What follows belongs to an exercise in optimizing a design on an open flow for small area, a short achievable clock period and few clock cycles per item; a production flow would make more cautious choices.
At most, simulation tests tie the RTL to the original design; equivalence was not proved.
Only the layout flow was run in run 1; the RTL was not checked for function there.
No activity file was given, so power comes from the tool's default toggle rates. The flow treats the clock pin as an ideal source, which a real chip does not have.

### design.v
`timescale 1ns / 1ps
package mjtm_pkg;
  localparam int TAG_W      = 7;
  localparam int CHIP_W     = 8;
  localparam int INTERVAL_W = 9;
  localparam int KIND_W     = 3;
  localparam int STATUS_W   = 3;
  localparam int PADDR_W    = 3;
  localparam logic [INTERVAL_W-1:0] INTERVAL_RESET = 9'd128;
  localparam logic [STATUS_W-1:0] ST_ISSUED      = 3'd0;
  localparam logic [STATUS_W-1:0] ST_REG         = 3'd1;
  localparam logic [STATUS_W-1:0] ST_NONCE       = 3'd2;
  localparam logic [STATUS_W-1:0] ST_UNKNOWN_REG = 3'd3;
  localparam logic [STATUS_W-1:0] ST_STALE       = 3'd4;
endpackage
`timescale 1ns / 1ps
module mjtm_front (
  input  logic [3:0] t,
  input  logic [8:0] s,
  output logic [3:0] q,
  output logic [3:0] r
);
  logic [7:0] o;
  always_comb begin
    case ({t, s[3:0]})
      8'h00: o = 8'hf0;
      8'h10: o = 8'hf1;
      8'h20: o = 8'hf2;
      8'h30: o = 8'hf3;
      8'h40: o = 8'hf4;
      8'h50: o = 8'hf5;
      8'h60: o = 8'hf6;
      8'h70: o = 8'hf7;
      8'h80: o = 8'hf8;
      8'h90: o = 8'hf9;
      8'ha0: o = 8'hfa;
      8'hb0: o = 8'hfb;
      8'hc0: o = 8'hfc;
      8'hd0: o = 8'hfd;
      8'he0: o = 8'hfe;
      8'hf0: o = 8'hff;
      8'h01: o = 8'h00;
      8'h11: o = 8'h10;
      8'h21: o = 8'h20;
      8'h31: o = 8'h30;
      8'h41: o = 8'h40;
      8'h51: o = 8'h50;
      8'h61: o = 8'h60;
      8'h71: o = 8'h70;
      8'h81: o = 8'h80;
      8'h91: o = 8'h90;
      8'ha1: o = 8'ha0;
      8'hb1: o = 8'hb0;
      8'hc1: o = 8'hc0;
      8'hd1: o = 8'hd0;
      8'he1: o = 8'he0;
      8'hf1: o = 8'hf0;
      8'h02: o = 8'h00;
      8'h12: o = 8'h01;
      8'h22: o = 8'h10;
      8'h32: o = 8'h11;
      8'h42: o = 8'h20;
      8'h52: o = 8'h21;
      8'h62: o = 8'h30;
      8'h72: o = 8'h31;
      8'h82: o = 8'h40;
      8'h92: o = 8'h41;
      8'ha2: o = 8'h50;
      8'hb2: o = 8'h51;
      8'hc2: o = 8'h60;
      8'hd2: o = 8'h61;
      8'he2: o = 8'h70;
      8'hf2: o = 8'h71;
      8'h03: o = 8'h00;
      8'h13: o = 8'h01;
      8'h23: o = 8'h02;
      8'h33: o = 8'h10;
      8'h43: o = 8'h11;
      8'h53: o = 8'h12;
      8'h63: o = 8'h20;
      8'h73: o = 8'h21;
      8'h83: o = 8'h22;
      8'h93: o = 8'h30;
      8'ha3: o = 8'h31;
      8'hb3: o = 8'h32;
      8'hc3: o = 8'h40;
      8'hd3: o = 8'h41;
      8'he3: o = 8'h42;
      8'hf3: o = 8'h50;
      8'h04: o = 8'h00;
      8'h14: o = 8'h01;
      8'h24: o = 8'h02;
      8'h34: o = 8'h03;
      8'h44: o = 8'h10;
      8'h54: o = 8'h11;
      8'h64: o = 8'h12;
      8'h74: o = 8'h13;
      8'h84: o = 8'h20;
      8'h94: o = 8'h21;
      8'ha4: o = 8'h22;
      8'hb4: o = 8'h23;
      8'hc4: o = 8'h30;
      8'hd4: o = 8'h31;
      8'he4: o = 8'h32;
      8'hf4: o = 8'h33;
      8'h05: o = 8'h00;
      8'h15: o = 8'h01;
      8'h25: o = 8'h02;
      8'h35: o = 8'h03;
      8'h45: o = 8'h04;
      8'h55: o = 8'h10;
      8'h65: o = 8'h11;
      8'h75: o = 8'h12;
      8'h85: o = 8'h13;
      8'h95: o = 8'h14;
      8'ha5: o = 8'h20;
      8'hb5: o = 8'h21;
      8'hc5: o = 8'h22;
      8'hd5: o = 8'h23;
      8'he5: o = 8'h24;
      8'hf5: o = 8'h30;
      8'h06: o = 8'h00;
      8'h16: o = 8'h01;
      8'h26: o = 8'h02;
      8'h36: o = 8'h03;
      8'h46: o = 8'h04;
      8'h56: o = 8'h05;
      8'h66: o = 8'h10;
      8'h76: o = 8'h11;
      8'h86: o = 8'h12;
      8'h96: o = 8'h13;
      8'ha6: o = 8'h14;
      8'hb6: o = 8'h15;
      8'hc6: o = 8'h20;
      8'hd6: o = 8'h21;
      8'he6: o = 8'h22;
      8'hf6: o = 8'h23;
      8'h07: o = 8'h00;
      8'h17: o = 8'h01;
      8'h27: o = 8'h02;
      8'h37: o = 8'h03;
      8'h47: o = 8'h04;
      8'h57: o = 8'h05;
      8'h67: o = 8'h06;
      8'h77: o = 8'h10;
      8'h87: o = 8'h11;
      8'h97: o = 8'h12;
      8'ha7: o = 8'h13;
      8'hb7: o = 8'h14;
      8'hc7: o = 8'h15;
      8'hd7: o = 8'h16;
      8'he7: o = 8'h20;
      8'hf7: o = 8'h21;
      8'h08: o = 8'h00;
      8'h18: o = 8'h01;
      8'h28: o = 8'h02;
      8'h38: o = 8'h03;
      8'h48: o = 8'h04;
      8'h58: o = 8'h05;
      8'h68: o = 8'h06;
      8'h78: o = 8'h07;
      8'h88: o = 8'h10;
      8'h98: o = 8'h11;
      8'ha8: o = 8'h12;
      8'hb8: o = 8'h13;
      8'hc8: o = 8'h14;
      8'hd8: o = 8'h15;
      8'he8: o = 8'h16;
      8'hf8: o = 8'h17;
      8'h09: o = 8'h00;
      8'h19: o = 8'h01;
      8'h29: o = 8'h02;
      8'h39: o = 8'h03;
      8'h49: o = 8'h04;
      8'h59: o = 8'h05;
      8'h69: o = 8'h06;
      8'h79: o = 8'h07;
      8'h89: o = 8'h08;
      8'h99: o = 8'h10;
      8'ha9: o = 8'h11;
      8'hb9: o = 8'h12;
      8'hc9: o = 8'h13;
      8'hd9: o = 8'h14;
      8'he9: o = 8'h15;
      8'hf9: o = 8'h16;
      8'h0a: o = 8'h00;
      8'h1a: o = 8'h01;
      8'h2a: o = 8'h02;
      8'h3a: o = 8'h03;
      8'h4a: o = 8'h04;
      8'h5a: o = 8'h05;
      8'h6a: o = 8'h06;
      8'h7a: o = 8'h07;
      8'h8a: o = 8'h08;
      8'h9a: o = 8'h09;
      8'haa: o = 8'h10;
      8'hba: o = 8'h11;
      8'hca: o = 8'h12;
      8'hda: o = 8'h13;
      8'hea: o = 8'h14;
      8'hfa: o = 8'h15;
      8'h0b: o = 8'h00;
      8'h1b: o = 8'h01;
      8'h2b: o = 8'h02;
      8'h3b: o = 8'h03;
      8'h4b: o = 8'h04;
      8'h5b: o = 8'h05;
      8'h6b: o = 8'h06;
      8'h7b: o = 8'h07;
      8'h8b: o = 8'h08;
      8'h9b: o = 8'h09;
      8'hab: o = 8'h0a;
      8'hbb: o = 8'h10;
      8'hcb: o = 8'h11;
      8'hdb: o = 8'h12;
      8'heb: o = 8'h13;
      8'hfb: o = 8'h14;
      8'h0c: o = 8'h00;
      8'h1c: o = 8'h01;
      8'h2c: o = 8'h02;
      8'h3c: o = 8'h03;
      8'h4c: o = 8'h04;
      8'h5c: o = 8'h05;
      8'h6c: o = 8'h06;
      8'h7c: o = 8'h07;
      8'h8c: o = 8'h08;
      8'h9c: o = 8'h09;
      8'hac: o = 8'h0a;
      8'hbc: o = 8'h0b;
      8'hcc: o = 8'h10;
      8'hdc: o = 8'h11;
      8'hec: o = 8'h12;
      8'hfc: o = 8'h13;
      8'h0d: o = 8'h00;
      8'h1d: o = 8'h01;
      8'h2d: o = 8'h02;
      8'h3d: o = 8'h03;
      8'h4d: o = 8'h04;
      8'h5d: o = 8'h05;
      8'h6d: o = 8'h06;
      8'h7d: o = 8'h07;
      8'h8d: o = 8'h08;
      8'h9d: o = 8'h09;
      8'had: o = 8'h0a;
      8'hbd: o = 8'h0b;
      8'hcd: o = 8'h0c;
      8'hdd: o = 8'h10;
      8'hed: o = 8'h11;
      8'hfd: o = 8'h12;
      8'h0e: o = 8'h00;
      8'h1e: o = 8'h01;
      8'h2e: o = 8'h02;
      8'h3e: o = 8'h03;
      8'h4e: o = 8'h04;
      8'h5e: o = 8'h05;
      8'h6e: o = 8'h06;
      8'h7e: o = 8'h07;
      8'h8e: o = 8'h08;
      8'h9e: o = 8'h09;
      8'hae: o = 8'h0a;
      8'hbe: o = 8'h0b;
      8'hce: o = 8'h0c;
      8'hde: o = 8'h0d;
      8'hee: o = 8'h10;
      8'hfe: o = 8'h11;
      8'h0f: o = 8'h00;
      8'h1f: o = 8'h01;
      8'h2f: o = 8'h02;
      8'h3f: o = 8'h03;
      8'h4f: o = 8'h04;
      8'h5f: o = 8'h05;
      8'h6f: o = 8'h06;
      8'h7f: o = 8'h07;
      8'h8f: o = 8'h08;
      8'h9f: o = 8'h09;
      8'haf: o = 8'h0a;
      8'hbf: o = 8'h0b;
      8'hcf: o = 8'h0c;
      8'hdf: o = 8'h0d;
      8'hef: o = 8'h0e;
      8'hff: o = 8'h10;
      default: o = 8'h00;
    endcase
    if (s[8:4] != 5'd0) begin
      o = {4'h0, t};
    end
  end
  assign q = o[7:4];
  assign r = o[3:0];
endmodule
`timescale 1ns / 1ps
module mjtm_queue (
  input  logic [7:0] s,
  output logic [7:0] mul3,
  output logic [7:0] mul5,
  output logic [7:0] mul7,
  output logic [7:0] mul9,
  output logic [7:0] mul11,
  output logic [7:0] mul13,
  output logic [7:0] mul15,
  output logic [3:0] lo3,
  output logic [3:0] lo5,
  output logic [3:0] lo7,
  output logic [3:0] lo9,
  output logic [3:0] lo11,
  output logic [3:0] lo13,
  output logic [3:0] lo15
);
  always_comb begin
    case (s[6:0])
      7'h00: mul3 = 8'h00;
      7'h01: mul3 = 8'h03;
      7'h02: mul3 = 8'h06;
      7'h03: mul3 = 8'h09;
      7'h04: mul3 = 8'h0c;
      7'h05: mul3 = 8'h0f;
      7'h06: mul3 = 8'h12;
      7'h07: mul3 = 8'h15;
      7'h08: mul3 = 8'h18;
      7'h09: mul3 = 8'h1b;
      7'h0a: mul3 = 8'h1e;
      7'h0b: mul3 = 8'h21;
      7'h0c: mul3 = 8'h24;
      7'h0d: mul3 = 8'h27;
      7'h0e: mul3 = 8'h2a;
      7'h0f: mul3 = 8'h2d;
      7'h10: mul3 = 8'h30;
      7'h11: mul3 = 8'h33;
      7'h12: mul3 = 8'h36;
      7'h13: mul3 = 8'h39;
      7'h14: mul3 = 8'h3c;
      7'h15: mul3 = 8'h3f;
      7'h16: mul3 = 8'h42;
      7'h17: mul3 = 8'h45;
      7'h18: mul3 = 8'h48;
      7'h19: mul3 = 8'h4b;
      7'h1a: mul3 = 8'h4e;
      7'h1b: mul3 = 8'h51;
      7'h1c: mul3 = 8'h54;
      7'h1d: mul3 = 8'h57;
      7'h1e: mul3 = 8'h5a;
      7'h1f: mul3 = 8'h5d;
      7'h20: mul3 = 8'h60;
      7'h21: mul3 = 8'h63;
      7'h22: mul3 = 8'h66;
      7'h23: mul3 = 8'h69;
      7'h24: mul3 = 8'h6c;
      7'h25: mul3 = 8'h6f;
      7'h26: mul3 = 8'h72;
      7'h27: mul3 = 8'h75;
      7'h28: mul3 = 8'h78;
      7'h29: mul3 = 8'h7b;
      7'h2a: mul3 = 8'h7e;
      7'h2b: mul3 = 8'h81;
      7'h2c: mul3 = 8'h84;
      7'h2d: mul3 = 8'h87;
      7'h2e: mul3 = 8'h8a;
      7'h2f: mul3 = 8'h8d;
      7'h30: mul3 = 8'h90;
      7'h31: mul3 = 8'h93;
      7'h32: mul3 = 8'h96;
      7'h33: mul3 = 8'h99;
      7'h34: mul3 = 8'h9c;
      7'h35: mul3 = 8'h9f;
      7'h36: mul3 = 8'ha2;
      7'h37: mul3 = 8'ha5;
      7'h38: mul3 = 8'ha8;
      7'h39: mul3 = 8'hab;
      7'h3a: mul3 = 8'hae;
      7'h3b: mul3 = 8'hb1;
      7'h3c: mul3 = 8'hb4;
      7'h3d: mul3 = 8'hb7;
      7'h3e: mul3 = 8'hba;
      7'h3f: mul3 = 8'hbd;
      7'h40: mul3 = 8'hc0;
      7'h41: mul3 = 8'hc3;
      7'h42: mul3 = 8'hc6;
      7'h43: mul3 = 8'hc9;
      7'h44: mul3 = 8'hcc;
      7'h45: mul3 = 8'hcf;
      7'h46: mul3 = 8'hd2;
      7'h47: mul3 = 8'hd5;
      7'h48: mul3 = 8'hd8;
      7'h49: mul3 = 8'hdb;
      7'h4a: mul3 = 8'hde;
      7'h4b: mul3 = 8'he1;
      7'h4c: mul3 = 8'he4;
      7'h4d: mul3 = 8'he7;
      7'h4e: mul3 = 8'hea;
      7'h4f: mul3 = 8'hed;
      7'h50: mul3 = 8'hf0;
      7'h51: mul3 = 8'hf3;
      7'h52: mul3 = 8'hf6;
      7'h53: mul3 = 8'hf9;
      7'h54: mul3 = 8'hfc;
      7'h55: mul3 = 8'hff;
      7'h56: mul3 = 8'h00;
      7'h57: mul3 = 8'h00;
      7'h58: mul3 = 8'h00;
      7'h59: mul3 = 8'h00;
      7'h5a: mul3 = 8'h00;
      7'h5b: mul3 = 8'h00;
      7'h5c: mul3 = 8'h00;
      7'h5d: mul3 = 8'h00;
      7'h5e: mul3 = 8'h00;
      7'h5f: mul3 = 8'h00;
      7'h60: mul3 = 8'h00;
      7'h61: mul3 = 8'h00;
      7'h62: mul3 = 8'h00;
      7'h63: mul3 = 8'h00;
      7'h64: mul3 = 8'h00;
      7'h65: mul3 = 8'h00;
      7'h66: mul3 = 8'h00;
      7'h67: mul3 = 8'h00;
      7'h68: mul3 = 8'h00;
      7'h69: mul3 = 8'h00;
      7'h6a: mul3 = 8'h00;
      7'h6b: mul3 = 8'h00;
      7'h6c: mul3 = 8'h00;
      7'h6d: mul3 = 8'h00;
      7'h6e: mul3 = 8'h00;
      7'h6f: mul3 = 8'h00;
      7'h70: mul3 = 8'h00;
      7'h71: mul3 = 8'h00;
      7'h72: mul3 = 8'h00;
      7'h73: mul3 = 8'h00;
      7'h74: mul3 = 8'h00;
      7'h75: mul3 = 8'h00;
      7'h76: mul3 = 8'h00;
      7'h77: mul3 = 8'h00;
      7'h78: mul3 = 8'h00;
      7'h79: mul3 = 8'h00;
      7'h7a: mul3 = 8'h00;
      7'h7b: mul3 = 8'h00;
      7'h7c: mul3 = 8'h00;
      7'h7d: mul3 = 8'h00;
      7'h7e: mul3 = 8'h00;
      7'h7f: mul3 = 8'h00;
      default: mul3 = '0;
    endcase
  end
  always_comb begin
    case (s[5:0])
      6'h00: mul5 = 8'h00;
      6'h01: mul5 = 8'h05;
      6'h02: mul5 = 8'h0a;
      6'h03: mul5 = 8'h0f;
      6'h04: mul5 = 8'h14;
      6'h05: mul5 = 8'h19;
      6'h06: mul5 = 8'h1e;
      6'h07: mul5 = 8'h23;
      6'h08: mul5 = 8'h28;
      6'h09: mul5 = 8'h2d;
      6'h0a: mul5 = 8'h32;
      6'h0b: mul5 = 8'h37;
      6'h0c: mul5 = 8'h3c;
      6'h0d: mul5 = 8'h41;
      6'h0e: mul5 = 8'h46;
      6'h0f: mul5 = 8'h4b;
      6'h10: mul5 = 8'h50;
      6'h11: mul5 = 8'h55;
      6'h12: mul5 = 8'h5a;
      6'h13: mul5 = 8'h5f;
      6'h14: mul5 = 8'h64;
      6'h15: mul5 = 8'h69;
      6'h16: mul5 = 8'h6e;
      6'h17: mul5 = 8'h73;
      6'h18: mul5 = 8'h78;
      6'h19: mul5 = 8'h7d;
      6'h1a: mul5 = 8'h82;
      6'h1b: mul5 = 8'h87;
      6'h1c: mul5 = 8'h8c;
      6'h1d: mul5 = 8'h91;
      6'h1e: mul5 = 8'h96;
      6'h1f: mul5 = 8'h9b;
      6'h20: mul5 = 8'ha0;
      6'h21: mul5 = 8'ha5;
      6'h22: mul5 = 8'haa;
      6'h23: mul5 = 8'haf;
      6'h24: mul5 = 8'hb4;
      6'h25: mul5 = 8'hb9;
      6'h26: mul5 = 8'hbe;
      6'h27: mul5 = 8'hc3;
      6'h28: mul5 = 8'hc8;
      6'h29: mul5 = 8'hcd;
      6'h2a: mul5 = 8'hd2;
      6'h2b: mul5 = 8'hd7;
      6'h2c: mul5 = 8'hdc;
      6'h2d: mul5 = 8'he1;
      6'h2e: mul5 = 8'he6;
      6'h2f: mul5 = 8'heb;
      6'h30: mul5 = 8'hf0;
      6'h31: mul5 = 8'hf5;
      6'h32: mul5 = 8'hfa;
      6'h33: mul5 = 8'hff;
      6'h34: mul5 = 8'h00;
      6'h35: mul5 = 8'h00;
      6'h36: mul5 = 8'h00;
      6'h37: mul5 = 8'h00;
      6'h38: mul5 = 8'h00;
      6'h39: mul5 = 8'h00;
      6'h3a: mul5 = 8'h00;
      6'h3b: mul5 = 8'h00;
      6'h3c: mul5 = 8'h00;
      6'h3d: mul5 = 8'h00;
      6'h3e: mul5 = 8'h00;
      6'h3f: mul5 = 8'h00;
      default: mul5 = '0;
    endcase
  end
  always_comb begin
    case (s[5:0])
      6'h00: mul7 = 8'h00;
      6'h01: mul7 = 8'h07;
      6'h02: mul7 = 8'h0e;
      6'h03: mul7 = 8'h15;
      6'h04: mul7 = 8'h1c;
      6'h05: mul7 = 8'h23;
      6'h06: mul7 = 8'h2a;
      6'h07: mul7 = 8'h31;
      6'h08: mul7 = 8'h38;
      6'h09: mul7 = 8'h3f;
      6'h0a: mul7 = 8'h46;
      6'h0b: mul7 = 8'h4d;
      6'h0c: mul7 = 8'h54;
      6'h0d: mul7 = 8'h5b;
      6'h0e: mul7 = 8'h62;
      6'h0f: mul7 = 8'h69;
      6'h10: mul7 = 8'h70;
      6'h11: mul7 = 8'h77;
      6'h12: mul7 = 8'h7e;
      6'h13: mul7 = 8'h85;
      6'h14: mul7 = 8'h8c;
      6'h15: mul7 = 8'h93;
      6'h16: mul7 = 8'h9a;
      6'h17: mul7 = 8'ha1;
      6'h18: mul7 = 8'ha8;
      6'h19: mul7 = 8'haf;
      6'h1a: mul7 = 8'hb6;
      6'h1b: mul7 = 8'hbd;
      6'h1c: mul7 = 8'hc4;
      6'h1d: mul7 = 8'hcb;
      6'h1e: mul7 = 8'hd2;
      6'h1f: mul7 = 8'hd9;
      6'h20: mul7 = 8'he0;
      6'h21: mul7 = 8'he7;
      6'h22: mul7 = 8'hee;
      6'h23: mul7 = 8'hf5;
      6'h24: mul7 = 8'hfc;
      6'h25: mul7 = 8'h00;
      6'h26: mul7 = 8'h00;
      6'h27: mul7 = 8'h00;
      6'h28: mul7 = 8'h00;
      6'h29: mul7 = 8'h00;
      6'h2a: mul7 = 8'h00;
      6'h2b: mul7 = 8'h00;
      6'h2c: mul7 = 8'h00;
      6'h2d: mul7 = 8'h00;
      6'h2e: mul7 = 8'h00;
      6'h2f: mul7 = 8'h00;
      6'h30: mul7 = 8'h00;
      6'h31: mul7 = 8'h00;
      6'h32: mul7 = 8'h00;
      6'h33: mul7 = 8'h00;
      6'h34: mul7 = 8'h00;
      6'h35: mul7 = 8'h00;
      6'h36: mul7 = 8'h00;
      6'h37: mul7 = 8'h00;
      6'h38: mul7 = 8'h00;
      6'h39: mul7 = 8'h00;
      6'h3a: mul7 = 8'h00;
      6'h3b: mul7 = 8'h00;
      6'h3c: mul7 = 8'h00;
      6'h3d: mul7 = 8'h00;
      6'h3e: mul7 = 8'h00;
      6'h3f: mul7 = 8'h00;
      default: mul7 = '0;
    endcase
  end
  always_comb begin
    case (s[4:0])
      5'h00: mul9 = 8'h00;
      5'h01: mul9 = 8'h09;
      5'h02: mul9 = 8'h12;
      5'h03: mul9 = 8'h1b;
      5'h04: mul9 = 8'h24;
      5'h05: mul9 = 8'h2d;
      5'h06: mul9 = 8'h36;
      5'h07: mul9 = 8'h3f;
      5'h08: mul9 = 8'h48;
      5'h09: mul9 = 8'h51;
      5'h0a: mul9 = 8'h5a;
      5'h0b: mul9 = 8'h63;
      5'h0c: mul9 = 8'h6c;
      5'h0d: mul9 = 8'h75;
      5'h0e: mul9 = 8'h7e;
      5'h0f: mul9 = 8'h87;
      5'h10: mul9 = 8'h90;
      5'h11: mul9 = 8'h99;
      5'h12: mul9 = 8'ha2;
      5'h13: mul9 = 8'hab;
      5'h14: mul9 = 8'hb4;
      5'h15: mul9 = 8'hbd;
      5'h16: mul9 = 8'hc6;
      5'h17: mul9 = 8'hcf;
      5'h18: mul9 = 8'hd8;
      5'h19: mul9 = 8'he1;
      5'h1a: mul9 = 8'hea;
      5'h1b: mul9 = 8'hf3;
      5'h1c: mul9 = 8'hfc;
      5'h1d: mul9 = 8'h00;
      5'h1e: mul9 = 8'h00;
      5'h1f: mul9 = 8'h00;
      default: mul9 = '0;
    endcase
  end
  always_comb begin
    case (s[4:0])
      5'h00: mul11 = 8'h00;
      5'h01: mul11 = 8'h0b;
      5'h02: mul11 = 8'h16;
      5'h03: mul11 = 8'h21;
      5'h04: mul11 = 8'h2c;
      5'h05: mul11 = 8'h37;
      5'h06: mul11 = 8'h42;
      5'h07: mul11 = 8'h4d;
      5'h08: mul11 = 8'h58;
      5'h09: mul11 = 8'h63;
      5'h0a: mul11 = 8'h6e;
      5'h0b: mul11 = 8'h79;
      5'h0c: mul11 = 8'h84;
      5'h0d: mul11 = 8'h8f;
      5'h0e: mul11 = 8'h9a;
      5'h0f: mul11 = 8'ha5;
      5'h10: mul11 = 8'hb0;
      5'h11: mul11 = 8'hbb;
      5'h12: mul11 = 8'hc6;
      5'h13: mul11 = 8'hd1;
      5'h14: mul11 = 8'hdc;
      5'h15: mul11 = 8'he7;
      5'h16: mul11 = 8'hf2;
      5'h17: mul11 = 8'hfd;
      5'h18: mul11 = 8'h00;
      5'h19: mul11 = 8'h00;
      5'h1a: mul11 = 8'h00;
      5'h1b: mul11 = 8'h00;
      5'h1c: mul11 = 8'h00;
      5'h1d: mul11 = 8'h00;
      5'h1e: mul11 = 8'h00;
      5'h1f: mul11 = 8'h00;
      default: mul11 = '0;
    endcase
  end
  always_comb begin
    case (s[4:0])
      5'h00: mul13 = 8'h00;
      5'h01: mul13 = 8'h0d;
      5'h02: mul13 = 8'h1a;
      5'h03: mul13 = 8'h27;
      5'h04: mul13 = 8'h34;
      5'h05: mul13 = 8'h41;
      5'h06: mul13 = 8'h4e;
      5'h07: mul13 = 8'h5b;
      5'h08: mul13 = 8'h68;
      5'h09: mul13 = 8'h75;
      5'h0a: mul13 = 8'h82;
      5'h0b: mul13 = 8'h8f;
      5'h0c: mul13 = 8'h9c;
      5'h0d: mul13 = 8'ha9;
      5'h0e: mul13 = 8'hb6;
      5'h0f: mul13 = 8'hc3;
      5'h10: mul13 = 8'hd0;
      5'h11: mul13 = 8'hdd;
      5'h12: mul13 = 8'hea;
      5'h13: mul13 = 8'hf7;
      5'h14: mul13 = 8'h00;
      5'h15: mul13 = 8'h00;
      5'h16: mul13 = 8'h00;
      5'h17: mul13 = 8'h00;
      5'h18: mul13 = 8'h00;
      5'h19: mul13 = 8'h00;
      5'h1a: mul13 = 8'h00;
      5'h1b: mul13 = 8'h00;
      5'h1c: mul13 = 8'h00;
      5'h1d: mul13 = 8'h00;
      5'h1e: mul13 = 8'h00;
      5'h1f: mul13 = 8'h00;
      default: mul13 = '0;
    endcase
  end
  always_comb begin
    case (s[4:0])
      5'h00: mul15 = 8'h00;
      5'h01: mul15 = 8'h0f;
      5'h02: mul15 = 8'h1e;
      5'h03: mul15 = 8'h2d;
      5'h04: mul15 = 8'h3c;
      5'h05: mul15 = 8'h4b;
      5'h06: mul15 = 8'h5a;
      5'h07: mul15 = 8'h69;
      5'h08: mul15 = 8'h78;
      5'h09: mul15 = 8'h87;
      5'h0a: mul15 = 8'h96;
      5'h0b: mul15 = 8'ha5;
      5'h0c: mul15 = 8'hb4;
      5'h0d: mul15 = 8'hc3;
      5'h0e: mul15 = 8'hd2;
      5'h0f: mul15 = 8'he1;
      5'h10: mul15 = 8'hf0;
      5'h11: mul15 = 8'hff;
      5'h12: mul15 = 8'h00;
      5'h13: mul15 = 8'h00;
      5'h14: mul15 = 8'h00;
      5'h15: mul15 = 8'h00;
      5'h16: mul15 = 8'h00;
      5'h17: mul15 = 8'h00;
      5'h18: mul15 = 8'h00;
      5'h19: mul15 = 8'h00;
      5'h1a: mul15 = 8'h00;
      5'h1b: mul15 = 8'h00;
      5'h1c: mul15 = 8'h00;
      5'h1d: mul15 = 8'h00;
      5'h1e: mul15 = 8'h00;
      5'h1f: mul15 = 8'h00;
      default: mul15 = '0;
    endcase
  end
  always_comb begin
    case (s[3:0])
      4'h0: lo3 = 4'h0;
      4'h1: lo3 = 4'h3;
      4'h2: lo3 = 4'h6;
      4'h3: lo3 = 4'h9;
      4'h4: lo3 = 4'hc;
      4'h5: lo3 = 4'hf;
      4'h6: lo3 = 4'h2;
      4'h7: lo3 = 4'h5;
      4'h8: lo3 = 4'h8;
      4'h9: lo3 = 4'hb;
      4'ha: lo3 = 4'he;
      4'hb: lo3 = 4'h1;
      4'hc: lo3 = 4'h4;
      4'hd: lo3 = 4'h7;
      4'he: lo3 = 4'ha;
      4'hf: lo3 = 4'hd;
      default: lo3 = '0;
    endcase
  end
  always_comb begin
    case (s[3:0])
      4'h0: lo5 = 4'h0;
      4'h1: lo5 = 4'h5;
      4'h2: lo5 = 4'ha;
      4'h3: lo5 = 4'hf;
      4'h4: lo5 = 4'h4;
      4'h5: lo5 = 4'h9;
      4'h6: lo5 = 4'he;
      4'h7: lo5 = 4'h3;
      4'h8: lo5 = 4'h8;
      4'h9: lo5 = 4'hd;
      4'ha: lo5 = 4'h2;
      4'hb: lo5 = 4'h7;
      4'hc: lo5 = 4'hc;
      4'hd: lo5 = 4'h1;
      4'he: lo5 = 4'h6;
      4'hf: lo5 = 4'hb;
      default: lo5 = '0;
    endcase
  end
  always_comb begin
    case (s[3:0])
      4'h0: lo7 = 4'h0;
      4'h1: lo7 = 4'h7;
      4'h2: lo7 = 4'he;
      4'h3: lo7 = 4'h5;
      4'h4: lo7 = 4'hc;
      4'h5: lo7 = 4'h3;
      4'h6: lo7 = 4'ha;
      4'h7: lo7 = 4'h1;
      4'h8: lo7 = 4'h8;
      4'h9: lo7 = 4'hf;
      4'ha: lo7 = 4'h6;
      4'hb: lo7 = 4'hd;
      4'hc: lo7 = 4'h4;
      4'hd: lo7 = 4'hb;
      4'he: lo7 = 4'h2;
      4'hf: lo7 = 4'h9;
      default: lo7 = '0;
    endcase
  end
  always_comb begin
    case (s[3:0])
      4'h0: lo9 = 4'h0;
      4'h1: lo9 = 4'h9;
      4'h2: lo9 = 4'h2;
      4'h3: lo9 = 4'hb;
      4'h4: lo9 = 4'h4;
      4'h5: lo9 = 4'hd;
      4'h6: lo9 = 4'h6;
      4'h7: lo9 = 4'hf;
      4'h8: lo9 = 4'h8;
      4'h9: lo9 = 4'h1;
      4'ha: lo9 = 4'ha;
      4'hb: lo9 = 4'h3;
      4'hc: lo9 = 4'hc;
      4'hd: lo9 = 4'h5;
      4'he: lo9 = 4'he;
      4'hf: lo9 = 4'h7;
      default: lo9 = '0;
    endcase
  end
  always_comb begin
    case (s[3:0])
      4'h0: lo11 = 4'h0;
      4'h1: lo11 = 4'hb;
      4'h2: lo11 = 4'h6;
      4'h3: lo11 = 4'h1;
      4'h4: lo11 = 4'hc;
      4'h5: lo11 = 4'h7;
      4'h6: lo11 = 4'h2;
      4'h7: lo11 = 4'hd;
      4'h8: lo11 = 4'h8;
      4'h9: lo11 = 4'h3;
      4'ha: lo11 = 4'he;
      4'hb: lo11 = 4'h9;
      4'hc: lo11 = 4'h4;
      4'hd: lo11 = 4'hf;
      4'he: lo11 = 4'ha;
      4'hf: lo11 = 4'h5;
      default: lo11 = '0;
    endcase
  end
  always_comb begin
    case (s[3:0])
      4'h0: lo13 = 4'h0;
      4'h1: lo13 = 4'hd;
      4'h2: lo13 = 4'ha;
      4'h3: lo13 = 4'h7;
      4'h4: lo13 = 4'h4;
      4'h5: lo13 = 4'h1;
      4'h6: lo13 = 4'he;
      4'h7: lo13 = 4'hb;
      4'h8: lo13 = 4'h8;
      4'h9: lo13 = 4'h5;
      4'ha: lo13 = 4'h2;
      4'hb: lo13 = 4'hf;
      4'hc: lo13 = 4'hc;
      4'hd: lo13 = 4'h9;
      4'he: lo13 = 4'h6;
      4'hf: lo13 = 4'h3;
      default: lo13 = '0;
    endcase
  end
  always_comb begin
    case (s[3:0])
      4'h0: lo15 = 4'h0;
      4'h1: lo15 = 4'hf;
      4'h2: lo15 = 4'he;
      4'h3: lo15 = 4'hd;
      4'h4: lo15 = 4'hc;
      4'h5: lo15 = 4'hb;
      4'h6: lo15 = 4'ha;
      4'h7: lo15 = 4'h9;
      4'h8: lo15 = 4'h8;
      4'h9: lo15 = 4'h7;
      4'ha: lo15 = 4'h6;
      4'hb: lo15 = 4'h5;
      4'hc: lo15 = 4'h4;
      4'hd: lo15 = 4'h3;
      4'he: lo15 = 4'h2;
      4'hf: lo15 = 4'h1;
      default: lo15 = '0;
    endcase
  end
endmodule
`timescale 1ns / 1ps
module mining_job_tag_result_matcher_core #(
  parameter int JOB_SLOTS = 128
) (
  input  logic                              clk,
  input  logic                              rst,
  input  logic                              in_valid,
  output logic                              in_ready,
  input  logic                              action,
  input  logic [31:0]                       job_version,
  input  logic                              nonce_resp,
  input  logic [31:0]                       frame_word,
  input  logic [7:0]                        frame_addr_byte,
  input  logic [7:0]                        frame_tag_byte,
  input  logic [15:0]                       frame_version,
  output logic                              out_valid,
  input  logic                              out_ready,
  output logic [mjtm_pkg::STATUS_W-1:0]     status,
  output logic [mjtm_pkg::TAG_W-1:0]        tag,
  output logic [mjtm_pkg::CHIP_W-1:0]       chip_index,
  output logic [mjtm_pkg::KIND_W-1:0]       register_kind,
  output logic [31:0]                       data_word,
  output logic [31:0]                       full_version,
  input  logic                              psel,
  input  logic                              penable,
  input  logic                              pwrite,
  input  logic [mjtm_pkg::PADDR_W-1:0]      paddr,
  input  logic [31:0]                       pwdata,
  output logic [31:0]                       prdata,
  output logic                              pready
);
  function automatic logic ge4(input logic [3:0] r, input logic [3:0] h,
                               input logic lo);
    logic [3:0] g;            
    logic [3:0] n;            
    g = r & ~h;
    n = r | ~h;
    ge4 = g[3] | (n[3] & g[2]) | (n[3] & n[2] & g[1]) |
          (n[3] & n[2] & n[1] & g[0]) | (n[3] & n[2] & n[1] & n[0] & lo);
  endfunction
  logic [8:0]  spacing;
  logic [8:0]  spacing_n;     
  logic        sp_wr;
  assign pready = 1'b1;
  assign sp_wr  = psel && penable && pwrite && !paddr[2];
  always_ff @(posedge clk) begin
    if (rst) begin
      spacing   <= mjtm_pkg::INTERVAL_RESET;
      spacing_n <= ~mjtm_pkg::INTERVAL_RESET;
    end else if (sp_wr) begin
      spacing   <= pwdata[8:0];
      spacing_n <= ~pwdata[8:0];
    end
  end
  assign prdata = paddr[2] ? 32'd0 : {23'd0, ~spacing_n};
  logic [8:0]  sf;            
  logic [7:0]  mul3, mul5, mul7, mul9, mul11, mul13, mul15;
  logic [7:0]  t_mul3, t_mul5, t_mul7, t_mul9, t_mul11, t_mul13, t_mul15;
  logic [15:1] mbig;          
  logic [3:0]  lo3, lo5, lo7, lo9, lo11, lo13, lo15;
  logic        sp_hold;       
  mjtm_queue u_mul (
    .s     (spacing[7:0]),
    .mul3  (t_mul3),
    .mul5  (t_mul5),
    .mul7  (t_mul7),
    .mul9  (t_mul9),
    .mul11 (t_mul11),
    .mul13 (t_mul13),
    .mul15 (t_mul15),
    .lo3   (),
    .lo5   (),
    .lo7   (),
    .lo9   (),
    .lo11  (),
    .lo13  (),
    .lo15  ()
  );
  mjtm_queue u_lo (
    .s     (sf[7:0]),
    .mul3  (),
    .mul5  (),
    .mul7  (),
    .mul9  (),
    .mul11 (),
    .mul13 (),
    .mul15 (),
    .lo3   (lo3),
    .lo5   (lo5),
    .lo7   (lo7),
    .lo9   (lo9),
    .lo11  (lo11),
    .lo13  (lo13),
    .lo15  (lo15)
  );
  always_ff @(posedge clk) begin
    sf    <= spacing;
    mul3  <= t_mul3;
    mul5  <= t_mul5;
    mul7  <= t_mul7;
    mul9  <= t_mul9;
    mul11 <= t_mul11;
    mul13 <= t_mul13;
    mul15 <= t_mul15;
    sp_hold <= rst || sp_wr;
  end
  always_comb begin
    for (int m = 1; m < 16; m++) begin
      mbig[m] = sf >= 9'((256 + m - 1) / m);
    end
  end
  logic [3:0] mlo [16];
  always_comb begin
    mlo[0]  = 4'd0;
    mlo[1]  = sf[3:0];
    mlo[2]  = {sf[2:0], 1'b0};
    mlo[3]  = lo3;
    mlo[4]  = {sf[1:0], 2'b00};
    mlo[5]  = lo5;
    mlo[6]  = {lo3[2:0], 1'b0};
    mlo[7]  = lo7;
    mlo[8]  = {sf[0], 3'b000};
    mlo[9]  = lo9;
    mlo[10] = {lo5[2:0], 1'b0};
    mlo[11] = lo11;
    mlo[12] = {lo3[1:0], 2'b00};
    mlo[13] = lo13;
    mlo[14] = {lo7[2:0], 1'b0};
    mlo[15] = lo15;
  end
  logic [7:0] mval [16];
  always_comb begin
    mval[0]  = 8'd0;
    mval[1]  = sf[7:0];
    mval[2]  = {sf[6:0], 1'b0};
    mval[3]  = mul3;
    mval[4]  = {sf[5:0], 2'b00};
    mval[5]  = mul5;
    mval[6]  = {mul3[6:0], 1'b0};
    mval[7]  = mul7;
    mval[8]  = {sf[4:0], 3'b000};
    mval[9]  = mul9;
    mval[10] = {mul5[6:0], 1'b0};
    mval[11] = mul11;
    mval[12] = {mul3[5:0], 2'b00};
    mval[13] = mul13;
    mval[14] = {mul7[6:0], 1'b0};
    mval[15] = mul15;
  end
  logic adv;
  logic acc;
  logic v1;
  logic out_valid_n;          
  assign adv      = !out_valid || out_ready;
  assign in_ready = (out_valid_n || out_ready) && !sp_hold;
  assign acc      = in_valid && in_ready;
  always_ff @(posedge clk) begin
    if (rst) begin
      v1          <= 1'b0;
      out_valid   <= 1'b0;
      out_valid_n <= 1'b1;
    end else if (adv) begin
      v1          <= acc;
      out_valid   <= v1;
      out_valid_n <= !v1;
    end
  end
  logic [3:0]  next_slot;
  logic [3:0]  issue_slot;
  logic [15:0] slot_valid;
  logic        a_issue;       
  logic        a_nonce;       
  logic        a_reg;         
  logic [3:0]  a_tag;
  logic        a_k8x;         
  logic [7:0]  a_dvd;
  logic        a_hit;
  assign issue_slot = next_slot + 4'd3;
  assign a_hit      = slot_valid[frame_tag_byte[7:4]];
  assign a_issue    = !action;
  assign a_nonce    = action && nonce_resp;
  assign a_tag      = action ? frame_tag_byte[7:4] : issue_slot;
  assign a_dvd      = nonce_resp ? frame_word[24:17] : frame_addr_byte;
  assign a_k8x = (frame_tag_byte >= 8'h88) && (frame_tag_byte <= 8'h8C);
  assign a_reg = action && !nonce_resp && ((frame_tag_byte == 8'h4C) || a_k8x);
  always_ff @(posedge clk) begin
    if (rst) begin
      next_slot  <= '0;
      slot_valid <= '0;
    end else if (acc && !action) begin
      next_slot              <= issue_slot;
      slot_valid[issue_slot] <= 1'b1;
    end
  end
  logic [3:0] a_qh;
  logic [3:0] a_rh;
  mjtm_front u_front (
    .t (a_dvd[7:4]),
    .s (sf),
    .q (a_qh),
    .r (a_rh)
  );
  logic [15:1] a_loge;
  always_comb begin
    for (int m = 1; m < 16; m++) begin
      a_loge[m] = ge4(a_dvd[3:0], mlo[m], 1'b1);
    end
  end
  logic        s1_issue;
  logic        s1_nonce;
  logic        s1_reg;
  logic        s1_hit;
  logic [15:0] s1_sel;        
  logic [15:0] s1_sel_n;      
  logic        s1_k8x;
  logic [2:0]  s1_kraw;       
  logic [31:0] s1_word;       
  logic [15:0] s1_fver;
  logic [3:0]  s1_qh;
  logic [3:0]  s1_rh;
  logic [15:1] s1_loge;
  always_ff @(posedge clk) begin
    if (adv) begin
      s1_issue <= a_issue;
      s1_nonce <= a_nonce;
      s1_reg   <= a_reg;
      s1_hit   <= a_hit;
      for (int i = 0; i < 16; i++) begin
        s1_sel[i]   <= (a_issue || a_nonce) && (a_tag == 4'(i));
        s1_sel_n[i] <= !((a_issue || a_nonce) && (a_tag == 4'(i)));
      end
      s1_k8x   <= a_k8x;
      s1_kraw  <= frame_tag_byte[2:0];
      s1_word  <= action ? frame_word : job_version;
      s1_fver  <= frame_version;
      s1_qh    <= a_qh;
      s1_rh    <= a_rh;
      s1_loge  <= a_loge;
    end
  end
  logic s1_nhit;              
  logic s1_div;               
  assign s1_nhit = s1_nonce && s1_hit;
  assign s1_div  = s1_reg || s1_nhit;
  logic [15:1] b_ge;
  always_comb begin
    for (int m = 1; m < 16; m++) begin
      b_ge[m] = s1_div && !mbig[m] && ge4(s1_rh, mval[m][7:4], s1_loge[m]);
    end
  end
  logic [3:0] b_ql;
  assign b_ql[3] = b_ge[8];
  assign b_ql[2] = (b_ge[4] & !b_ge[8]) | b_ge[12];
  assign b_ql[1] = (b_ge[2] & !b_ge[4]) | (b_ge[6] & !b_ge[8]) |
                   (b_ge[10] & !b_ge[12]) | b_ge[14];
  assign b_ql[0] = (b_ge[1] & !b_ge[2]) | (b_ge[3] & !b_ge[4]) |
                   (b_ge[5] & !b_ge[6]) | (b_ge[7] & !b_ge[8]) |
                   (b_ge[9] & !b_ge[10]) | (b_ge[11] & !b_ge[12]) |
                   (b_ge[13] & !b_ge[14]) | b_ge[15];
  logic        s2_issue;
  logic        s2_nonce;
  logic        s2_reg;
  logic        s2_nhit;
  logic        s2_div;
  logic [15:0] s2_sel;        
  logic [2:0]  s2_kind;
  logic [31:0] s2_word;
  logic [15:0] s2_fver;
  logic [3:0]  s2_qh;
  logic [3:0]  s2_ql;
  always_comb begin
    s2_issue = s1_issue;
    s2_nonce = s1_nonce;
    s2_reg   = s1_reg;
    s2_nhit  = s1_nhit;
    s2_div   = s1_div;
    s2_sel   = s1_sel;
    s2_kind  = (s1_reg && s1_k8x) ? s1_kraw + 3'd1 : 3'd0;
    s2_word  = s1_word;
    s2_fver  = s1_fver;
    s2_qh    = s1_div ? s1_qh : 4'd0;
    s2_ql    = b_ql;
  end
  logic [2:0] s2_status;
  always_comb begin
    if (s2_issue) begin
      s2_status = mjtm_pkg::ST_ISSUED;
    end else if (s2_reg) begin
      s2_status = mjtm_pkg::ST_REG;
    end else if (s2_nhit) begin
      s2_status = mjtm_pkg::ST_NONCE;
    end else if (s2_nonce) begin
      s2_status = mjtm_pkg::ST_STALE;
    end else begin
      s2_status = mjtm_pkg::ST_UNKNOWN_REG;
    end
  end
  logic [31:0] version_mem [16];
  logic [31:0] s2_rd;
  logic [3:0]  s2_tag;
  always_comb begin
    s2_rd  = '0;
    s2_tag = '0;
    for (int i = 0; i < 16; i++) begin
      s2_rd[15:0]  = s2_rd[15:0] | ({16{s2_sel[i]}} & version_mem[i][15:0]);
      s2_rd[31:16] = s2_rd[31:16] | ({16{!s1_sel_n[i]}} & version_mem[i][31:16]);
      s2_tag = s2_tag | ({4{s2_sel[i]}} & 4'(i));
    end
  end
  always_ff @(posedge clk) begin
    for (int i = 0; i < 16; i++) begin
      if (v1 && s2_issue && s2_sel[i]) begin
        version_mem[i] <= s2_word;
      end
    end
  end
  always_ff @(posedge clk) begin
    if (adv) begin
      status        <= s2_status;
      tag           <= {s2_tag, 3'b000};
      register_kind <= s2_kind;
      chip_index    <= {s2_qh, s2_ql};
      data_word     <= s2_div ? s2_word : 32'd0;
      full_version  <= s2_nhit ? (s2_rd | {3'b000, s2_fver, 13'b0}) : 32'd0;
    end
  end
endmodule
### flow/run.sh
#!/bin/bash
# Standard synthesis, then the standard layout with port buffers of
# sky130_fd_sc_hd__buf_2 and no dummy loads in the clock tree.
set -euo pipefail
bash standard.sh synth > synth.log 2>&1
bash standard.sh \
  "BUFFER_PORTS_ARGS=-buffer_cell sky130_fd_sc_hd__buf_2" \
  "CTS_ARGS=-sink_clustering_enable -repair_clock_nets -dont_use_dummy_load -sink_clustering_size 30 -sink_clustering_max_diameter 100" \
  finish > layout.log 2>&1
### standard.sh
#!/bin/bash
# synth_recipe.tcl (not shown) runs the flow's synth.tcl, then flattens the netlist and writes it again
# the make line also repeats each setting of config.mk as NAME=value (left out here)
make -C /OpenROAD-flow-scripts/flow DESIGN_CONFIG=/design/flow/config.mk WORK_HOME=/design/flow/orfs CLKGATE_MAP_FILE= SYNTH_SCRIPT=/design/flow/synth_recipe.tcl "${@:-finish}"
### config.mk
export PLATFORM = sky130hd
export DESIGN_NAME = mining_job_tag_result_matcher_core
export DESIGN_NICKNAME = mining_job_tag_result_matcher_core
export VERILOG_FILES = /design/flow/design.v
export SDC_FILE = /design/flow/constraint.sdc
export NUM_CORES = 4
export LEC_CHECK = 0
export ABC_CLOCK_PERIOD_IN_PS = 2000
export CAP_MARGIN = 20
export CORE_MARGIN = 2
export CORE_UTILIZATION = 65
export CTS_CLUSTER_DIAMETER = 100
export CTS_CLUSTER_SIZE = 30
export SETUP_SLACK_MARGIN = 1.95
export SLEW_MARGIN = 20
export TNS_END_PERCENT = 20
### constraint.sdc
create_clock -name core_clock -period 4.0 [get_ports {clk}]
set_input_delay 0.8000 -clock core_clock [delete_from_list [all_inputs] [get_ports {clk}]]
set_output_delay 0.8000 -clock core_clock [all_outputs]
set_load 0.01 [all_outputs]
==> results.txt, run 1 <==
status=complete, no violations; Int Power=around 11 mW; Reg clk slew, reported paths=0.11 ns; IO Count=260; pin count of the biggest net entering global routing=136; power density cells=roughly 400 nW/um^2; initial core utilization=65.8%; Clock Power Share=25.6%; drt wl/cell=26.6 microns; sequential share of power=66.8%; nets@finish=between 2,000 and 3,000; 1st-pass router iterations=6; CTS tree=yes; share of layout cells above drive strength 1=20.2%; Sw Share=22.1%; Worst Skew=roughly 0.029 ns; Leakage=12.5 nW; post-layout min period=2.36 ns; die width=227 microns; largest register by flop count=version_mem; number of hold violations in the final report=0; register area share after synthesis=71.5%; cells along the critical path=inv_1, buf_6, ha_2, a21oi_2, and3_1, nor4_4, a2111oi_4, or4_1, nand4_1; Main synth FF type=edfxtp_1; total power=14.2 mW; Worst Tran Pin Value=0.955 ns; asr flop ratio synth=0%; Fmax achieved=424 MHz; initial antenna violation count=0; Sink Count=799; Vias/cell=6.61; Core ar.=49,000 sq um; antenna-violating nets left=0; Syn Inst Count=2,218; worst path required time=4.48 ns; number of H-tree levels=1; final wirelength=82,500 microns; worst skew pair latency=about 0.63 ns; CTS Buffer Depth=3; row count=81; placed inst area=approximately 34,000 sq um; full die area=51,400 sq um; Worst Path Max Fanout=18; remaining routing DRC violations=0; Worst path slowest cell=or4_1; first-pass GRT wire length=120,000 microns; Final setup viols=0; Worst Path Buf+Inv=2; final worst-path cycle share=59.0%; Worst Path Arrival=2.84 ns; DP HPWL=~50,000 microns; MaxCap Viol Count=0; startpoint types=register; GRT Total Usage=about a third; largest stage delay on the critical path=around 0.48 ns; synth unique cells=76; CTS Buf Count=30; mean area per synthesized cell=14.5 sq um; die height=227 microns; CTS root buffer=clkbuf_16; Largest register FFs=between 500 and 600; DR vias=~21,000; final global-route overflow total=0; HP Class=in2reg; # fillers=3,179; gpl congestion=0.878; Area growth syn-to-layout=10.5%; CP delay by family, top=simple AND/OR/NAND/NOR gates; EDFF count, synth=around 710; number of DRC markers in iteration 0=~2,600; Yosys reg bits=approximately 800; CTS Hold Buffers Added=0; TNS Setup=0 ns; vias in the first global route=a little under 20,000; final instance area=roughly 36,000 sq um; combinational share of power=approximately 7.6%; Slew Limit Fails=0; YS warnings=6; maximum VDD drop=0.000382 V; RSZ-0062 raised after global routing=true; crit path kind=reg2reg; crit path capture type=register; port bufs=approximately 210; Psw=3.14 mW; relative slew slack=36.3%; area of the mapped netlist=32,200 sq um
==> cell usage in the layout, fill, tap and decap left out, types with 11 or more instances in the layout <==
cell type,Yosys,layout
a21oi_1,84,81
edfxtp_1,705,705
ha_1,34,23
nand2_1,130,128
mux2_2,40,38
a2111oi_0,20,18
a22o_1,105,105
nor2_1,113,107
nor2b_1,51,48
o21ai_0,70,67
xnor2_1,12,11
clkbuf_16,0,30
o211ai_1,11,11
a31oi_1,45,45
inv_1,82,77
a22oi_1,45,45
and3_1,34,18
o22ai_1,19,19
and2_0,16,16
mux2i_1,20,20
dfxtp_1,94,85
maj3_1,32,28
nor3_1,21,18
nand3_1,18,18
buf_4,27,106
a221oi_1,82,81
a222oi_1,20,20
buf_2,4,205
conb_1,2,27
==> layer usage <==
| layer | routed length [microns] | global-route usage [%] |
|---|---|---|
| met5 | 0 | 0 |
| met4 | 1660 | 7.30 |
| met3 | 8160 | 4.79 |
| met2 | 40500 | 53.3 |
| met1 | 32100 | 44.3 |
==> timing repair <==
action,CTS,global route
gates resized for setup,83,18
setup endpoints to repair,651,441
cloned,0,0
pin swaps,21,3
buffers inserted,42,20
==> path summary, 6_finish.rpt <==
check / slack, ns / cells after the start / start / end
worst max register to register: 1.64 / 9 / mlo[9][2] / chip_index[0]
worst max-delay path: 1.64 / 9 / mlo[9][2] / chip_index[0]
worst min register to register: 0.38 / 0 / spacing[8] / sf[8]
worst min-delay path: 0.35 / 1 / frame_version[13] / s1_fver[13]
==> power by group through the flow <==
stage               sequential (mW)  combinational, mW  clock (mW)
floorplan                      9.63              0.603           0
global placement               9.73              0.887           0
detailed placement             9.74              0.900           0
CTS                            9.50               1.03        3.67
global route                   9.52               1.16        3.91
finish                         9.49               1.08        3.64
==> metrics by stage <==
| stage | utilization [%] | hold WS (ns) | setup WS, ns | std cells |
|---|---|---|---|---|
| final | 72.7 | 0.349 | 1.64 | 3106 |
| after global routing | 72.7 | 0.334 | 1.56 | 3105 |
| after CTS | 72.2 | 0.330 | 1.59 | 3085 |
| after detailed placement | 69.4 | 0.365 | 0.955 | 3013 |
| after global placement | 69.4 | 0.374 | 0.990 | 3012 |
| after floorplan | - | 0.329 | -0.224 | 2243 |
==> layout make-up <==
| class | instances | area (sq um) | share of cell area (%) |
|---|---|---|---|
| clock buffers | 30 | 751 | 2.11 |
| well taps | 664 | 831 | 2.33 |
| multi-input cells | 1200 | 8550 | 24.0 |
| repair buffers | 325 | 2040 | 5.73 |
| diodes | 1 | 2.50 | 0.00703 |
| flip-flops and latches | 799 | 23100 | 64.8 |
| inverters | 87 | 353 | 0.991 |
==> cell usage after synthesis, types with 51 or more instances <==
library cell / count / share of area [%]
a22o_1: 105 / 2.9
a21oi_1: 84 / 1.3
edfxtp_1: 705 / 66
dfxtp_1: 94 / 5.8
nand2_1: 130 / 1.5
o21ai_0: 70 / 1.1
a221oi_1: 82 / 2.2
nor2_1: 113 / 1.3
nor2b_1: 51 / 0.99
clkbuf_1: 113 / 1.3
inv_1: 82 / 0.96
==> logic make-up after synthesis <==
logic type / synth area share, %
compound gates: 13.3
xor+xnor: 0.544
fa+ha+maj: 2.52
buf+inv: 3.17
flops: 71.5
mux: 2.44
other cells: 0.0233
simple gates: 6.47
==> inputs of run 2 (changes only) <==
--- a/design.v
+++ b/design.v
@@ -978,10 +978,8 @@
     mul13 <= t_mul13;
     mul15 <= t_mul15;
-    sp_hold <= rst || sp_wr;
-  end
-  always_comb begin
     for (int m = 1; m < 16; m++) begin
-      mbig[m] = sf >= 9'((256 + m - 1) / m);
+      mbig[m] <= spacing >= 9'((256 + m - 1) / m);
     end
+    sp_hold <= rst || sp_wr;
   end
   logic [3:0] mlo [16];
==> run 2 against run 1 <==
  * Still clean on timing, DRC and antenna
  * Clock power up 7.4%
  * Register-to-register slack is essentially flat
  * Combinational power up 4%
  * Via count rose by 2.5%
  * Core utilization up 0.060 points
  * Die area rose by 1.4%
  * Global-route usage increased by 0.60 points
  * Final cell count grew 2.3%
  * Largest cell class unchanged
==> results.txt, run 2 <==
nets@finish=2,679 (+2.4%); number of H-tree levels=2 (+1); maximum VDD drop=0.000265 V (-31%); status=complete, no violations; die height=228 microns (+0.67%); CTS tree=yes; CTS Hold Buffers Added=0 (unchanged); Yosys top cell by area=edfxtp_1; Post-synth top cells=edfxtp_1 (705), nor2_1 (134), nand2_1 (120); startpoint types=register; port bufs=207 (unchanged); Post-Layout Cell Count=3,176 (+2.3%); Main synth FF type=edfxtp_1; top post-synthesis cells by area=edfxtp_1 (65%), dfxtp_1 (6.7%), a22o_1 (2.9%); post-layout min period=2.35 ns (-0.00665 ns); die width=228 microns (+0.67%); vias in the first global route=20,400 (+3.7%); RSZ-0062 raised after global routing=true; most frequent cells in the layout=edfxtp_1 (705), buf_2 (205), nor2_1 (127), nand2_1 (120), buf_4 (110); GR Util met2=53.5% (+0.21 points); relative slew slack=29.7% (-6.6 points); initial core utilization=65.5% (-0.32 points); Worst Path Arrival=2.68 ns (-0.16 ns); DP HPWL=49,700 microns (-0.43%); share of layout cells above drive strength 1=20.6% (+0.40 points); antenna-violating nets left=0 (unchanged); Worst Tran Pin Value=1.05 ns (+0.0986 ns); worst path required time=4.33 ns (-0.15 ns); Sink Count=814 (+1.9%); Worst Skew=0.0622 ns (+0.0328 ns); EDFF count, synth=705 (unchanged); drt wl/cell=26.7 microns (+0.53%); HP Class=in2reg; most common cell after layout, fill and taps aside=edfxtp_1; remaining routing DRC violations=0 (unchanged); busiest grt layer=met2; CTS Buf Count=34 (+13%); Inst Count DP=3,049 (+1.2%); # fillers=3,397 (+6.9%); most common cell in the synthesized netlist=edfxtp_1; 1st-pass router iterations=6 (unchanged); total power=14.7 mW (+3.2%); final global-route overflow total=0 (unchanged); Reg clk slew, reported paths=0.11 ns (about the same); gpl congestion=0.872 (-0.69%); full die area=52,100 sq um (+1.4%); Largest register FFs=512 (unchanged); power density cells=404 nW/um^2 (+1.3%); initial antenna violation count=3 (+3); TNS Setup=0 ns (unchanged); Leakage=12.8 nW (+2.3%); Fmax achieved=425 MHz (+0.28%); final worst-path cycle share=58.8% (-0.17 points); largest register by flop count=version_mem; CTS root buffer=clkbuf_16; Syn Inst Count=2,269 (+2.3%); YS warnings=6 (unchanged); Core ar.=49,900 sq um (+1.9%); Vias/cell=6.62 (+0.21%); asr flop ratio synth=0% (unchanged); number of hold violations in the final report=0 (unchanged); CTS Buffer Depth=3 (unchanged); area of the mapped netlist=32,700 sq um (+1.4%); row count=82 (+1.2%); mean area per synthesized cell=14.4 sq um (-0.90%); crit path kind=reg2reg; Final setup viols=0 (unchanged); final wirelength=84,800 microns (+2.8%); number of DRC markers in iteration 0=2,557 (-0.20%); Worst Path Max Fanout=8 (-10); GRT Total Usage=32.3% (+0.60 points); Slew Limit Fails=0 (unchanged); IO Count=260 (unchanged); post-synth top area share=64.8% (-0.89 points); MaxCap Viol Count=0 (unchanged); worst skew pair latency=0.59 ns (-0.04 ns); crit path capture type=register; Yosys reg bits=814 (+1.9%); pin count of the biggest net entering global routing=119 (-13%); first-pass GRT wire length=125,000 microns (+4.1%); GR Util met1=43.7% (-0.63 points); Area growth syn-to-layout=11.1%; DR vias=21,000 (+2.5%); synth unique cells=69 (-9.2%); register area share after synthesis=71.5% (about the same); Global Route met3 Usage=5.63% (+0.83 points)
[run 2: changes by cell type in the layout (fill, tap and decap cells not counted), moves of 6 or more]
cell | before | now
nor2_1 | 107 | 127
dfxtp_1 | 85 | 100
or3_1 | 3 | 10
o21ai_0 | 67 | 76
mux2i_1 | 20 | 12
maj3_1 | 28 | 19
a21oi_1 | 81 | 95
nand2_1 | 128 | 120
a31oi_1 | 45 | 39
o22ai_1 | 19 | 13
a22oi_1 | 45 | 52
buf_6 | 6 | 13
inv_1 | 77 | 83
[run 2: power breakdown]
part / leakage (nW) / switching [mW] / internal, mW
sequential: 7.60 / 0.200 / 9.44
clock: 0.419 / 2.37 / 1.54
combinational: 4.79 / 0.667 / 0.449
[run 2: metal layers]
| layer | up-vias | wire length [microns] |
|---|---|---|
| met5 | - | 0 |
| met4 | 0 | 3080 |
| met3 | 192 | 8320 |
| met2 | 1203 | 41400 |
| met1 | 10500 | 32000 |
| li1 | 9183 | - |
[run 2: critical path, stage by stage (launching register included)]
cell and delay (ns):
dfxtp_1 0.34, inv_1 0.28, o21ai_0 0.17, a221o_1 0.39
a211oi_2 0.43, o31ai_1 0.22, a32oi_2 0.18, nand4_1 0.10
[run 2: logic make-up (layout without fill, tap and decap cells)]
logic type / count (synthesis) / after routing / share of synthesized area, %
flip-flops: 814 / 814 / 71.5
AO/OA/AOI/OAI: 618 / 618 / 13.8
AND/OR/NAND/NOR: 430 / 430 / 6.19
buffers and inverters: 258 / 465 / 3.35
multiplexers: 63 / 63 / 2.37
adder cells (fa/ha/maj): 60 / 60 / 2.13
XOR/XNOR: 24 / 24 / 0.644
other: 2 / 30 / 0.0230
[run 2: what timing repair did]
item	CTS	global route
resized for setup	93	14
pin swaps	23	5
cloned	1	0
setup endpoints to repair	564	242
buffers inserted	66	22
[run 2: layout make-up]
class                      instances  area [sq um]  area share (%)
clock buffer                      34           851            2.34
inverter                          92           384            1.06
sequential                       814         23400            64.4
tap                              672           841            2.32
multi-input combinational       1222          8630            23.8
antenna                            3          7.51          0.0207
timing repair buffer             338          2200            6.06
timing repair inverter             1          7.51          0.0207
[run 2: worst paths after layout]
path | startpoint | endpoint | slack (ns) | cells past startpoint
worst max-delay path | sf[3] | chip_index[0] | 1.65 | 7
worst min-delay path | frame_version[8] | s1_fver[8] | 0.38 | 1
worst max register to register | sf[3] | chip_index[0] | 1.65 | 7
worst min register to register | spacing[8] | mbig[1] | 0.42 | 0
[run 2: through the flow]
stage                     area [sq um]  hold WS (ns)  setup slack (ns)  util [%]
final                            36300         0.380              1.65      72.8
after floorplan                  32800         0.329            -0.224         -
after global routing             36300         0.356              1.56      72.8
after global placement           34300         0.394              1.02      68.7
after detailed placement         34300         0.396              1.01      68.7
after CTS                        36000         0.354              1.64      72.2
Testbench counts of run 2, summed over its fixed seeds: cycles 3,224, items 3,200.

## separate check: timing with driven ports
No port has a modelled driver above. Below, the same layouts with a new extraction and two added sets of constraints.
Step 1 sets driving cells, clkbuf_16 on the clock port and buf_2 on the other inputs (assumed; they add their load-dependent delay and slew).
Step 2 also shifts input and output timing later by t, the mid clock arrival at the registers, as if the neighbouring blocks saw the same clock.
Slacks: ideal ports / drivers / drivers and shift; pairs: ideal ports / drivers.
run | t (ns) | setup WS [ns] | hold WS [ns] | worst slew at a driven data input, ns | pins driven straight from the clock port
run 1 | 0.678 | 1.640 / 1.640 / 1.245 | 0.349 / 0.306 / 0.381 | 0.05 | 1
run 2 | 0.619 | 1.647 / 1.647 / 1.268 | 0.380 / 0.345 / 0.415 | 0.08 | 1
After both steps every run listed still meets setup and hold. For run 1, which loses most, drivers alone change the setup slack by 0.000 ns; drivers and shift together by -0.395 ns.
